This is an optimization exercise on Yosys and OpenROAD, whose aim is small area, not a production implementation.
The RTL was checked by simulation tests, not by an equivalence proof against the original design.

Setup of run 1:
==> flow/design.v (excerpt) <==
module terrain_gen #(
    parameter logic [7:0] MIN_H         = 8'd80,
    parameter logic [7:0] MAX_H         = 8'd115,
    parameter logic [2:0] GROUND_COLOUR = 3'b010
) (
    input  logic       CLOCK_50,
    input  logic       resetn,
    input  logic       start,
    input  logic [7:0] seed,
    input  logic       query_valid,
    input  logic [7:0] query_x,
    output logic [7:0] height,
    output logic       height_valid,
    output logic       ready,
    output logic       busy,
    output logic [7:0] vga_x,
    output logic [6:0] vga_y,
    output logic [2:0] vga_colour,
    output logic       vga_plot
);
Size: roughly 400 cells after synthesis, roughly 31 flip-flops, about 50 I/O pins, ~2500 um^2 of cells after synthesis.
==> flow/config.mk <==
export PLATFORM = sky130hd
export DESIGN_NAME = terrain_gen
export DESIGN_NICKNAME = terrain_gen
export VERILOG_FILES = /design/flow/design.v
export SDC_FILE = /design/flow/constraint.sdc
export NUM_CORES = 4
export LEC_CHECK = 0
export CAP_MARGIN = 20
export CORE_MARGIN = 2
export CORE_UTILIZATION = 40
export CTS_BUF_LIST = sky130_fd_sc_hd__clkbuf_4
export CTS_CLUSTER_SIZE = 16
export GPL_TIMING_DRIVEN = 0
export SLEW_MARGIN = 20
==> flow/constraint.sdc <==
create_clock -name core_clock -period 10.0 [get_ports {CLOCK_50}]
set_input_delay 2.0000 -clock core_clock [delete_from_list [all_inputs] [get_ports {CLOCK_50}]]
set_output_delay 2.0000 -clock core_clock [all_outputs]
set_load 0.01 [all_outputs]
standard.sh (not shown) runs the stock make flow with config.mk's settings and CLKGATE_MAP_FILE= SYNTH_SCRIPT=/design/flow/synth_recipe.tcl, a recipe that flattens the netlist after the stock synthesis.
==> flow/flow/run.sh <==
#!/bin/bash
# Layout flow: the standard flow (standard.sh), with these changes:
#  - synthesis maps the logic with an area-oriented ABC script (flow/abc.script: logic
#    restructuring, choice computation, area mapping) instead of ORFS's speed script;
#    everything else in synthesis is the standard script (synth_recipe.tcl steps: -nofsm
#    -noshare, flatten, rename), so the registers are the standard ones;
#  - synthesis leaves adders to ABC (no full/half-adder cell extraction) and inserts no
#    buffers on pass-through wires (port buffering below gives every port its own buffer);
#  - port buffers use the smallest buffer (buf_1); every port still gets its buffer;
set -euo pipefail
HERE=$(pwd)
export MY_WORK=$HERE/flow_work
export MY_ABC_SCRIPT=$HERE/flow/abc.script
mkdir -p "$MY_WORK"
sed "s#SYNTH_SCRIPT=[^ ]*#SYNTH_SCRIPT=$HERE/flow/synth.tcl#" standard.sh > my_standard.sh
grep -q "SYNTH_SCRIPT=$HERE/flow/synth.tcl" my_standard.sh
export BUFFER_PORTS_ARGS="-buffer_cell sky130_fd_sc_hd__buf_1"
export CTS_ARGS="-sink_clustering_enable -repair_clock_nets -sink_clustering_size 16 -buf_list sky130_fd_sc_hd__clkbuf_4 -dont_use_dummy_load"
bash my_standard.sh ADDER_MAP_FILE= SYNTH_INSBUF=0 synth > synth.log 2>&1
bash my_standard.sh finish > layout.log 2>&1
==> flow/flow/abc.script <==
strash
balance -l
resub -K 6 -l
rewrite -l
resub -K 6 -N 2 -l
refactor -l
resub -K 8 -l
balance -l
resub -K 8 -N 2 -l
rewrite -l
resub -K 10 -l
rewrite -z -l
resub -K 10 -N 2 -l
balance -l
resub -K 12 -l
refactor -z -l
resub -K 12 -N 2 -l
rewrite -z -l
balance -l
&get -n
&deepsyn -T 240
&put
balance -l
resub -K 6 -l
rewrite -l
resub -K 6 -N 2 -l
refactor -l
resub -K 8 -l
balance -l
resub -K 8 -N 2 -l
rewrite -l
resub -K 10 -l
rewrite -z -l
resub -K 10 -N 2 -l
balance -l
resub -K 12 -l
refactor -z -l
resub -K 12 -N 2 -l
rewrite -z -l
balance -l
dch -f
amap
Other scripts of this flow, unchanged in this note and not shown: flow/flow/synth.tcl
Run 1 finished end to end and its layout was clean on timing, DRC and antenna.
Here is what was changed in the inputs of run 2 compared with run 1.
Settings: a change of CTS_CLUSTER_SIZE from 16 to 12.
--- a/flow/flow/run.sh
+++ b/flow/flow/run.sh
@@ -17,3 +17,3 @@
 export BUFFER_PORTS_ARGS="-buffer_cell sky130_fd_sc_hd__buf_1"
-export CTS_ARGS="-sink_clustering_enable -repair_clock_nets -sink_clustering_size 16 -buf_list sky130_fd_sc_hd__clkbuf_4 -dont_use_dummy_load"
+export CTS_ARGS="-sink_clustering_enable -repair_clock_nets -sink_clustering_size 12 -buf_list sky130_fd_sc_hd__clkbuf_4 -dont_use_dummy_load"
 bash my_standard.sh ADDER_MAP_FILE= SYNTH_INSBUF=0 synth > synth.log 2>&1
==> results.txt <==
As far as final sequential cell count goes, run 1 and run 2 are indistinguishable; the numbers are identical. Sequential share of layout area came out exactly the same in run 2 and run 1. Summary of run 2 over run 1: design area did not really move; part of the cycle the worst path needs held steady. Diff run 2..run 1 | setup slack after layout | unchanged. As far as setup-violating endpoint count in the final report goes, run 2 and run 1 are indistinguishable; the numbers are identical. Run 1 → run 2: logic depth of the worst register-to-register path roughly the same, count of final hold-check violations roughly the same, layout filler cell count roughly the same.
The following lists how run 3 was set up differently from run 2:
Settings: changing CTS_CLUSTER_SIZE from 12 to 10.
--- a/flow/flow/run.sh
+++ b/flow/flow/run.sh
@@ -8,3 +8,3 @@
 #    buffers on pass-through wires (port buffering below gives every port its own buffer);
-#  - port buffers use the smallest buffer (buf_1); every port still gets its buffer;
+#  - port buffers use the smallest buffer (buf_1); every port still gets its buffer.
 set -euo pipefail
@@ -17,3 +17,2 @@
 export BUFFER_PORTS_ARGS="-buffer_cell sky130_fd_sc_hd__buf_1"
-export CTS_ARGS="-sink_clustering_enable -repair_clock_nets -sink_clustering_size 12 -buf_list sky130_fd_sc_hd__clkbuf_4 -dont_use_dummy_load"
 bash my_standard.sh ADDER_MAP_FILE= SYNTH_INSBUF=0 synth > synth.log 2>&1
--- a/flow/flow/abc.script
+++ b/flow/flow/abc.script
@@ -20,3 +20,3 @@
 &get -n
-&deepsyn -T 240
+&deepsyn -T 60
 &put
[summary]
Run 3 has completed all stages; timing, DRC and antenna checks passed. As of run 3, met3 layer wire length in the routed design had fallen by more than 10% compared to run 2. Run 2 → run 3: final-layout worst hold slack went up by 9.3 ps.
> inputs changed (run 3 -> run 4)
--- a/flow/flow/abc.script
+++ b/flow/flow/abc.script
@@ -20,3 +20,3 @@
 &get -n
-&deepsyn -T 60
+&deepsyn -T 240
 &put
## What came out
Register-to-register setup slack was higher in run 3 than in run 4.
Fraction of area in multi-input gates: run 4 lower than run 3
Clock period minus worst slack: run 4 vs run 3 up 180 ps
On routed wire length, the lower figure sits with run 3, not run 4.
When run 4 is set beside run 3, its synthesized-area fraction occupied by and/or/nand/nor cells turns out to be 2.9 points smaller.
Sort run 3 and run 4 by via count of the first global-routing pass, ascending, and run 4 comes first.
Edits applied to the flow inputs when going from run 4 to run 5:
==> flow/flow/abc.script <==
strash
balance -l
resub -K 6 -l
rewrite -l
resub -K 6 -N 2 -l
refactor -l
resub -K 8 -l
balance -l
resub -K 8 -N 2 -l
rewrite -l
resub -K 10 -l
rewrite -z -l
resub -K 10 -N 2 -l
balance -l
resub -K 12 -l
refactor -z -l
resub -K 12 -N 2 -l
rewrite -z -l
balance -l
dch -f
amap
The via count reported for run 5 is higher than the one for run 4.
Routed wire in run 5 totals less than in run 4.
For run 5, the standard cell with the maximum stage delay on the critical path was sky130_fd_sc_hd__a31oi_1, unlike run 4, where it was sky130_fd_sc_hd__o21ai_0.
The final reports for run 5 and run 4 show count of fill cells added during filler insertion higher in the former.
Going from run 4 to run 5, count of cell instances traversed by the critical path went up by about 9%; number of cells produced by synthesis went up.
Run 5 vs. run 4: global-route usage went down 1.6 points; multi-input combinational cell count now larger; final worst-path setup slack saw an increase.

---

Another version of the RTL of terrain_gen (not shown whole).
Size: roughly 500 cells after synthesis, about 32 flip-flops, about 50 I/O pins.
clock: 10.0 ns
lec_check: 0
cap_margin: 20
core_margin: 2
core_utilization: 40
cts_buf_list: sky130_fd_sc_hd__clkbuf_4
slew_margin: 20
run.sh (not shown) runs the stock make flow with config.mk's settings and CLKGATE_MAP_FILE= SYNTH_SCRIPT=/design/flow/synth_recipe.tcl, a recipe that flattens the netlist after the stock synthesis.
Stock flow here: none of the scripts above is used.
The starting point finished clean.
Edit:
==> flow/flow/run.sh (new file) <==
#!/bin/bash
# Layout flow: the standard flow (standard.sh), with two changes:
#  - synthesis maps the logic with an area-oriented ABC script (flow/abc.script) instead of
#    ORFS's speed script; everything else in synthesis is the standard script (synth_recipe.tcl
#    steps: -nofsm -noshare, flatten, rename), so the registers are the standard ones;
#  - port buffers use the smallest buffer (buf_1); every port still gets its buffer.
set -euo pipefail
HERE=$(pwd)
export MY_WORK=$HERE/flow_work
export MY_ABC_SCRIPT=$HERE/flow/abc.script
mkdir -p "$MY_WORK"
sed "s#SYNTH_SCRIPT=[^ ]*#SYNTH_SCRIPT=$HERE/flow/synth.tcl#" standard.sh > my_standard.sh
grep -q "SYNTH_SCRIPT=$HERE/flow/synth.tcl" my_standard.sh
export BUFFER_PORTS_ARGS="-buffer_cell sky130_fd_sc_hd__buf_1"
bash my_standard.sh synth > synth.log 2>&1
bash my_standard.sh finish > layout.log 2>&1
==> flow/flow/abc.script (new file) <==
strash
dch -f
amap
==> flow/flow/synth.tcl (new file) <==
proc synth {args} { yosys synth -nofsm -noshare {*}$args }
set f [open $::env(SCRIPTS_DIR)/synth_preamble.tcl]; set pre [read $f]; close $f
set pre [string map [list {set abc_script $::env(SCRIPTS_DIR)/abc_speed.script} "set abc_script $::env(MY_ABC_SCRIPT)" {set abc_script $::env(SCRIPTS_DIR)/abc_area.script} "set abc_script $::env(MY_ABC_SCRIPT)"] $pre]
set f [open $::env(MY_WORK)/preamble_mod.tcl w]; puts $f $pre; close $f
set f [open $::env(SCRIPTS_DIR)/synth.tcl]; set txt [read $f]; close $f
set txt [string map [list {source $::env(SCRIPTS_DIR)/synth_preamble.tcl} "source $::env(MY_WORK)/preamble_mod.tcl"] $txt]
set f [open $::env(MY_WORK)/synth_mod.tcl w]; puts $f $txt; close $f
source $::env(MY_WORK)/synth_mod.tcl
# left out here: clear keep_hierarchy, flatten, clean up, hide names made inside functions, write 1_2_yosys.v
==> flow/standard.sh (new file) <==
#!/bin/bash
# synth_recipe.tcl (not shown) runs the flow's synth.tcl, then flattens the netlist and writes it again
# the make line also repeats each setting of config.mk as NAME=value (left out here)
make -C /OpenROAD-flow-scripts/flow DESIGN_CONFIG=/design/flow/config.mk WORK_HOME=/design/flow/orfs CLKGATE_MAP_FILE= SYNTH_SCRIPT=/design/flow/synth_recipe.tcl "${@:-finish}"
Settings changed: CTS_CLUSTER_SIZE set to 10, GPL_TIMING_DRIVEN set to 0.
removed: flow/run.sh
Outcome: The new run passed the timing, DRC and antenna checks. Via count came out lower by roughly a tenth. Core utilization fell by 0.42 points. Global-route usage grows by 0.43 points. Clock-buffer cell count does not change.

-- afterwards: timing with drivers on the ports --
The flow's constraints put no driver on any port. The routed layouts listed below were extracted and timed again, unchanged, in two steps. Step 1 assumes that a clkbuf_16 drives the clock port and a buf_2 every other input. Step 2 times the ports against the registers' clock, not the clock port: input delays grow and output delays shrink by t, the midpoint of the rising clock arrivals with the driver on. Three values: ideal, step 1, step 2; two values: the first two.
run	t (ns)	slack for setup (ns)	worst register clock-pin slew, ns
run 1	0.349	1.047 / 1.047 / 1.047	0.11 / 0.11
run 2	0.349	1.047 / 1.047 / 1.047	0.11 / 0.11
run 3	0.350	1.274 / 1.274 / 1.274	0.10 / 0.10
run 4	0.357	1.096 / 1.096 / 1.096	0.11 / 0.11
run 5	0.351	1.394 / 1.394 / 1.330	0.10 / 0.10
the first run of note 2	0.361	0.218 / 0.221 / -0.141	0.10 / 0.10
the second run of note 2	0.358	0.312 / 0.317 / -0.041	0.11 / 0.11
With both steps, setup timing fails in the first run of note 2 and the second run of note 2, where it was met with ideal ports. For the first run of note 2, which loses most, drivers alone change the setup slack by +0.003 ns; drivers and shift together by -0.359 ns.
